Context: an optimization exercise on an open-source flow, tuned for small area, a short achievable clock period and few clock cycles per item. The choices shown serve that exercise and are no tape-out recipe.
Where RTL was checked, it was by simulation tests only, not by an equivalence proof against the original.
Power is estimated from default activity; no workload was simulated.

==> 11-20: inputs <==
// ooo_core
module ooo_core #(
    parameter int NUM_ENTRIES = 4,   
    parameter int FIFO_DEPTH  = 4    
) (
    input  wire                     clk,
    input  wire                     reset,
    input  wire                     disp_valid,
    input  wire  [FUNC_WIDTH-1:0]   func,
    input  wire  [REG_ADDR_LEN-1:0] dst,
    input  wire  [REG_ADDR_LEN-1:0] inp1,
    input  wire  [REG_ADDR_LEN-1:0] inp2,
    input  wire                     issue,
    output logic                    disp_full,
    output logic                    result_valid,
    output logic [REG_ADDR_LEN-1:0] result_dst,
    output logic [DATA_WIDTH-1:0]   result_data
);
    logic                    issue_q;    
    logic                    accept;
    logic                    ex_valid;
    logic [FUNC_WIDTH-1:0]   ex_func;
    logic [REG_ADDR_LEN-1:0] ex_dst;
    logic [DATA_WIDTH-1:0]   ex_opa_rf, ex_opb_rf;
    logic                    ex_fwd1, ex_fwd2;   
    logic [DATA_WIDTH-1:0]   ex_opa, ex_opb;
    logic [DATA_WIDTH-1:0]   alu_out;
    logic [DATA_WIDTH-1:0]   rd_data1, rd_data2;
    assign disp_full = !issue_q;
    assign accept    = disp_valid && issue_q;
    always_ff @(posedge clk) begin
        if (reset) begin
            issue_q      <= 1'b0;
            ex_valid     <= 1'b0;
            result_valid <= 1'b0;
        end else begin
            issue_q      <= issue;
            ex_valid     <= accept;
            result_valid <= ex_valid;
        end
    end
    always_ff @(posedge clk) begin
        ex_func     <= func;
        ex_dst      <= dst;
        ex_opa_rf   <= rd_data1;
        ex_opb_rf   <= rd_data2;
        ex_fwd1     <= ex_valid && (ex_dst != '0) && (inp1 == ex_dst);
        ex_fwd2     <= ex_valid && (ex_dst != '0) && (inp2 == ex_dst);
        result_dst  <= ex_dst;
        result_data <= alu_out;
    end
    assign ex_opa = ex_fwd1 ? result_data : ex_opa_rf;
  ...
==> module reg_file, before the edit <==
module reg_file (
    input  wire                     clk,
    input  wire                     reset,
    input  wire  [REG_ADDR_LEN-1:0] rd_addr1,
    input  wire  [REG_ADDR_LEN-1:0] rd_addr2,
    input  wire                     wr_en,
    input  wire  [REG_ADDR_LEN-1:0] wr_addr,
    input  wire  [DATA_WIDTH-1:0]   wr_data,
    output logic [DATA_WIDTH-1:0]   rd_data1,
    output logic [DATA_WIDTH-1:0]   rd_data2
);
    logic [DATA_WIDTH-1:0] regs [1:REG_NUM-1];
    logic [DATA_WIDTH-1:0] wd_lo, wd_hi;
    assign wd_lo = wr_data & {DATA_WIDTH{~reset}};
    assign wd_hi = wr_data | {DATA_WIDTH{reset}};
    always_ff @(posedge clk) begin
        for (int r = 1; r < REG_NUM; r++) begin
            if (reset || (wr_en && (wr_addr == REG_ADDR_LEN'(r)))) begin
                for (int j = 0; j < DATA_WIDTH; j++) begin
                    regs[r][j] <= ((r >> j) & 1) ? wd_hi[j] : wd_lo[j];
                end
            end
        end
    end
    always_comb begin
        rd_data1 = '0;
        rd_data2 = '0;
        for (int r = 1; r < REG_NUM; r++) begin
            if (rd_addr1 == REG_ADDR_LEN'(r)) rd_data1 = regs[r];
            if (rd_addr2 == REG_ADDR_LEN'(r)) rd_data2 = regs[r];
        end
    end
endmodule
==> module alu_exec, before the edit <==
module alu_exec (
    input  wire  [FUNC_WIDTH-1:0]   func,
    input  wire  [DATA_WIDTH-1:0]   opa,
    input  wire  [DATA_WIDTH-1:0]   opb,
    output logic [DATA_WIDTH-1:0]   alu_out
);
    localparam int SHAMT_W = $clog2(DATA_WIDTH);   
    logic [SHAMT_W-1:0] shamt;
    assign shamt = opb[SHAMT_W-1:0];
    always_comb begin
        case (func)
            ALU_ADD: alu_out = opa + opb;
            ALU_SUB: alu_out = opa - opb;
            ALU_AND: alu_out = opa & opb;
            ALU_OR:  alu_out = opa | opb;
            ALU_XOR: alu_out = opa ^ opb;
            ALU_SLL: alu_out = opa << shamt;
            ALU_SRL: alu_out = opa >> shamt;   
            ALU_SLT: alu_out = ($signed(opa) < $signed(opb)) ? DATA_WIDTH'(1) : '0;
            default: alu_out = '0;
        endcase
    end
endmodule
==> module ooo_core, before the edit <==
module ooo_core #(
    parameter int NUM_ENTRIES = 4,   
    parameter int FIFO_DEPTH  = 4    
) (
    input  wire                     clk,
    input  wire                     reset,
    input  wire                     disp_valid,
    input  wire  [FUNC_WIDTH-1:0]   func,
    input  wire  [REG_ADDR_LEN-1:0] dst,
    input  wire  [REG_ADDR_LEN-1:0] inp1,
    input  wire  [REG_ADDR_LEN-1:0] inp2,
    input  wire                     issue,
    output logic                    disp_full,
    output logic                    result_valid,
    output logic [REG_ADDR_LEN-1:0] result_dst,
    output logic [DATA_WIDTH-1:0]   result_data
);
    logic                    issue_q;    
    logic                    accept;
    logic                    ex_valid;
    logic [FUNC_WIDTH-1:0]   ex_func;
    logic [REG_ADDR_LEN-1:0] ex_dst;
    logic [DATA_WIDTH-1:0]   ex_opa_rf, ex_opb_rf;
    logic                    ex_fwd1, ex_fwd2;   
    logic [DATA_WIDTH-1:0]   ex_opa, ex_opb;
    logic [DATA_WIDTH-1:0]   alu_out;
    logic [DATA_WIDTH-1:0]   rd_data1, rd_data2;
    assign disp_full = !issue_q;
    assign accept    = disp_valid && issue_q;
    always_ff @(posedge clk) begin
        if (reset) begin
            issue_q      <= 1'b0;
            ex_valid     <= 1'b0;
            result_valid <= 1'b0;
        end else begin
            issue_q      <= issue;
            ex_valid     <= accept;
            result_valid <= ex_valid;
        end
    end
    always_ff @(posedge clk) begin
        ex_func     <= func;
        ex_dst      <= dst;
        ex_opa_rf   <= rd_data1;
        ex_opb_rf   <= rd_data2;
        ex_fwd1     <= ex_valid && (ex_dst != '0) && (inp1 == ex_dst);
        ex_fwd2     <= ex_valid && (ex_dst != '0) && (inp2 == ex_dst);
        result_dst  <= ex_dst;
        result_data <= alu_out;
    end
    assign ex_opa = ex_fwd1 ? result_data : ex_opa_rf;
    assign ex_opb = ex_fwd2 ? result_data : ex_opb_rf;
    reg_file reg_file_i (
        .clk(clk), .reset(reset), .rd_addr1(inp1), .rd_addr2(inp2), .wr_en(ex_valid),
        .wr_addr(ex_dst), .wr_data(alu_out), .rd_data1(rd_data1), .rd_data2(rd_data2)
    );
    alu_exec alu_exec_i (
        .func(ex_func), .opa(ex_opa), .opb(ex_opb), .alu_out(alu_out)
    );
endmodule
Settings: LEC_CHECK=0, CAP_MARGIN=20, CORE_MARGIN=2, CORE_UTILIZATION=40, SLEW_MARGIN=20; clock period 7.5 ns.
run.sh (not shown) runs the stock make flow with config.mk's settings and CLKGATE_MAP_FILE= SYNTH_SCRIPT=/design/flow/synth_recipe.tcl, a recipe that flattens the netlist after the stock synthesis.
==> 10-06: changes against 11-20 <==
--- a/flow/design.v
+++ b/flow/design.v
@@ -44,2 +44,9 @@
     end
+    logic [REG_NUM-1:1] sel1, sel2;
+    always_comb begin
+        for (int r = 1; r < REG_NUM; r++) begin
+            sel1[r] = (rd_addr1 == REG_ADDR_LEN'(r));
+            sel2[r] = (rd_addr2 == REG_ADDR_LEN'(r));
+        end
+    end
     always_comb begin
@@ -48,4 +55,4 @@
         for (int r = 1; r < REG_NUM; r++) begin
-            if (rd_addr1 == REG_ADDR_LEN'(r)) rd_data1 = regs[r];
-            if (rd_addr2 == REG_ADDR_LEN'(r)) rd_data2 = regs[r];
+            rd_data1 = rd_data1 | (regs[r] & {DATA_WIDTH{sel1[r]}});
+            rd_data2 = rd_data2 | (regs[r] & {DATA_WIDTH{sel2[r]}});
         end
@@ -58,5 +65,12 @@
 module alu_exec (
-    input  wire  [FUNC_WIDTH-1:0]   func,
+    input  wire                     sub,
+    input  wire                     left,
+    input  wire                     sel_sum,
+    input  wire                     sel_and,
+    input  wire                     sel_or,
+    input  wire                     sel_xor,
+    input  wire                     sel_sh,
+    input  wire                     sel_slt,
     input  wire  [DATA_WIDTH-1:0]   opa,
-    input  wire  [DATA_WIDTH-1:0]   opb,
+    input  wire  [DATA_WIDTH-1:0]   opb,       
     output logic [DATA_WIDTH-1:0]   alu_out
@@ -66,15 +80,43 @@
     assign shamt = opb[SHAMT_W-1:0];
-    always_comb begin
-        case (func)
-            ALU_ADD: alu_out = opa + opb;
-            ALU_SUB: alu_out = opa - opb;
-            ALU_AND: alu_out = opa & opb;
-            ALU_OR:  alu_out = opa | opb;
-            ALU_XOR: alu_out = opa ^ opb;
-            ALU_SLL: alu_out = opa << shamt;
-            ALU_SRL: alu_out = opa >> shamt;   
-            ALU_SLT: alu_out = ($signed(opa) < $signed(opb)) ? DATA_WIDTH'(1) : '0;
-            default: alu_out = '0;
-        endcase
-    end
+    logic [DATA_WIDTH-1:0] bx;
+    logic [DATA_WIDTH-1:0] p0, g0;
+    logic [DATA_WIDTH-1:0] gp [SHAMT_W+1];
+    logic [DATA_WIDTH-1:0] pp [SHAMT_W+1];
+    logic [DATA_WIDTH-1:0] carry;   
+    logic [DATA_WIDTH-1:0] sum;
+    assign bx = opb;
+    assign p0 = opa ^ bx;
+    assign g0 = opa & bx;
+    always_comb begin
+        gp[0] = g0;
+        pp[0] = p0;
+        gp[0][0] = g0[0] | (p0[0] & sub);
+        for (int l = 0; l < SHAMT_W; l++) begin
+            for (int i = 0; i < DATA_WIDTH; i++) begin
+                if (i >= (1 << l)) begin
+                    gp[l+1][i] = gp[l][i] | (pp[l][i] & gp[l][i - (1 << l)]);
+                    pp[l+1][i] = pp[l][i] & pp[l][i - (1 << l)];
+                end else begin
+                    gp[l+1][i] = gp[l][i];
+                    pp[l+1][i] = pp[l][i];
+                end
+            end
+        end
+        carry = {gp[SHAMT_W][DATA_WIDTH-2:0], sub};
+        sum   = p0 ^ carry;
+    end
+    logic lt;
+    assign lt = (opa[DATA_WIDTH-1] == bx[DATA_WIDTH-1]) ? opa[DATA_WIDTH-1] : sum[DATA_WIDTH-1];
+    logic [DATA_WIDTH-1:0] sh_in, sh_out, sh_res;
+    always_comb begin
+        for (int i = 0; i < DATA_WIDTH; i++) sh_in[i] = left ? opa[DATA_WIDTH-1-i] : opa[i];
+        sh_out = sh_in >> shamt;
+        for (int i = 0; i < DATA_WIDTH; i++) sh_res[i] = left ? sh_out[DATA_WIDTH-1-i] : sh_out[i];
+    end
+    assign alu_out = (sum & {DATA_WIDTH{sel_sum}})
+                   | ((opa & opb) & {DATA_WIDTH{sel_and}})
+                   | ((opa | opb) & {DATA_WIDTH{sel_or}})
+                   | ((opa ^ opb) & {DATA_WIDTH{sel_xor}})
+                   | (sh_res & {DATA_WIDTH{sel_sh}})
+                   | {{(DATA_WIDTH-1){1'b0}}, lt & sel_slt};
 endmodule
@@ -103,10 +145,13 @@
     logic                    accept;
+    logic [DATA_WIDTH-1:0]   rf_data1, rf_data2;
+    logic                    wb_hit1, wb_hit2;
+    logic [DATA_WIDTH-1:0]   rd_data1, rd_data2;
     logic                    ex_valid;
-    logic [FUNC_WIDTH-1:0]   ex_func;
     logic [REG_ADDR_LEN-1:0] ex_dst;
-    logic [DATA_WIDTH-1:0]   ex_opa_rf, ex_opb_rf;
-    logic                    ex_fwd1, ex_fwd2;   
+    logic                    sub;          
+    logic                    fwd1, fwd2;   
+    logic                    ex_sub, ex_left;
+    logic                    ex_sel_sum, ex_sel_and, ex_sel_or, ex_sel_xor, ex_sel_sh, ex_sel_slt;
     logic [DATA_WIDTH-1:0]   ex_opa, ex_opb;
     logic [DATA_WIDTH-1:0]   alu_out;
-    logic [DATA_WIDTH-1:0]   rd_data1, rd_data2;
     assign disp_full = !issue_q;
@@ -124,9 +169,21 @@
     end
+    assign wb_hit1  = result_valid && (result_dst != '0) && (inp1 == result_dst);
+    assign wb_hit2  = result_valid && (result_dst != '0) && (inp2 == result_dst);
+    assign rd_data1 = wb_hit1 ? result_data : rf_data1;
+    assign rd_data2 = wb_hit2 ? result_data : rf_data2;
+    assign sub = (func == ALU_SUB) || (func == ALU_SLT);
+    assign fwd1 = ex_valid && (ex_dst != '0) && (inp1 == ex_dst);
+    assign fwd2 = ex_valid && (ex_dst != '0) && (inp2 == ex_dst);
     always_ff @(posedge clk) begin
-        ex_func     <= func;
         ex_dst      <= dst;
-        ex_opa_rf   <= rd_data1;
-        ex_opb_rf   <= rd_data2;
-        ex_fwd1     <= ex_valid && (ex_dst != '0) && (inp1 == ex_dst);
-        ex_fwd2     <= ex_valid && (ex_dst != '0) && (inp2 == ex_dst);
+        ex_opa      <= fwd1 ? alu_out : rd_data1;
+        ex_opb      <= (fwd2 ? alu_out : rd_data2) ^ {DATA_WIDTH{sub}};
+        ex_sub      <= sub;
+        ex_left     <= (func == ALU_SLL);
+        ex_sel_sum  <= (func == ALU_ADD) || (func == ALU_SUB);
+        ex_sel_and  <= (func == ALU_AND);
+        ex_sel_or   <= (func == ALU_OR);
+        ex_sel_xor  <= (func == ALU_XOR);
+        ex_sel_sh   <= (func == ALU_SLL) || (func == ALU_SRL);
+        ex_sel_slt  <= (func == ALU_SLT);
         result_dst  <= ex_dst;
@@ -134,10 +191,10 @@
     end
-    assign ex_opa = ex_fwd1 ? result_data : ex_opa_rf;
-    assign ex_opb = ex_fwd2 ? result_data : ex_opb_rf;
     reg_file reg_file_i (
-        .clk(clk), .reset(reset), .rd_addr1(inp1), .rd_addr2(inp2), .wr_en(ex_valid),
-        .wr_addr(ex_dst), .wr_data(alu_out), .rd_data1(rd_data1), .rd_data2(rd_data2)
+        .clk(clk), .reset(reset), .rd_addr1(inp1), .rd_addr2(inp2), .wr_en(result_valid),
+        .wr_addr(result_dst), .wr_data(result_data), .rd_data1(rf_data1), .rd_data2(rf_data2)
     );
     alu_exec alu_exec_i (
-        .func(ex_func), .opa(ex_opa), .opb(ex_opb), .alu_out(alu_out)
+        .sub(ex_sub), .left(ex_left), .sel_sum(ex_sel_sum), .sel_and(ex_sel_and),
+        .sel_or(ex_sel_or), .sel_xor(ex_sel_xor), .sel_sh(ex_sel_sh), .sel_slt(ex_sel_slt),
+        .opa(ex_opa), .opb(ex_opb), .alu_out(alu_out)
     );
SETUP_SLACK_MARGIN = 4.3   (was unset)
==> qor summary <==
metric                                                                                   10-06                    11-20
Outcome                                                                complete, no violations  complete, no violations
Growth of design area from synthesis to finish                                          24.76%                   13.47%
Arrival time of the worst setup path                                                   4020 ps                  6060 ps
Vertical die dimension                                                                363.1 µm                 380.0 µm
Total of plain and repair buffers excluding clock buffers                                  550                      268
Launching point of the worst reg2reg path                                        result_dst[1]                  ex_fwd2
Proportion of power drawn by flip-flops and latches                                      0.458                    0.447
Core utilization of the finished layout                                                 0.5039                   0.4588
Detailed Place HPWL                                                                  153800 µm                166500 µm
Sequential cell count of the final layout                                                 1109                     1106
Syn nets                                                                                  4088                     5172
Worst voltage drop across the vdd grid                                                201.2 µV                 196.8 µV
Number of synthesized register bits                                                       1109                     1106
Cell area after layout                                                             0.06435 mm²              0.06418 mm²
Critical path launch point                                                             inp1[3]                  ex_fwd2
RSZ-0062 raised after global routing                                                      true                    false
Post-place instance area                                                           0.05547 mm²              0.06012 mm²
Synthesized instance count                                                                4000                     5051
Endpoint with the worst hold slack                                               result_dst[4]            result_dst[1]
Worst Min Path Start                                                                 ex_dst[4]                ex_dst[1]
Parity-gate share of the synthesized area counting xor and xnor cells                  0.01240                 0.003407
Ratio of routed vias to standard cells                                                   7.734                    6.951
Post-synthesis sequential area ratio                                                    0.6230                   0.5670
Area taken by multi-input logic gates                                              0.02001 mm²              0.02313 mm²
Testbench counts of 10-06, summed over its fixed seeds: cycles 2,665, insns 2,400.
Function not checked in 11-20: the RTL went through the layout flow alone.

-- static timing again, ports no longer ideal --
The flow's constraints put no driver on any port. The routed layouts listed below were extracted and timed again, unchanged, in two steps.
Step 1: set_driving_cell puts a clkbuf_16 on clk and a buf_2 on each other input, an assumption about the parent block.
Step 2 moves the port delays by t, midway between the first and last clock arrival at a register: inputs arrive t later, outputs are due t later. That takes back most of the time a late clock gives input paths.
Slacks: ideal / step 1 / step 2; pairs: ideal / step 1.
run	t, ns	setup WS [ns]	hold slack, ns	worst setup path after step 2	slew at the worst register clock pin (ns)
11-20	0.809	1.737 / 1.737 / 1.382	0.458 / 0.458 / 0.458	input to register	0.07 / 0.07
10-06	0.843	4.111 / 4.119 / 3.275	0.413 / 0.413 / 0.413	input to register	0.07 / 0.07
After both steps setup and hold are still met in every run listed. For 10-06, which loses most, drivers alone change the setup slack by +0.008 ns; drivers and shift together by -0.836 ns.
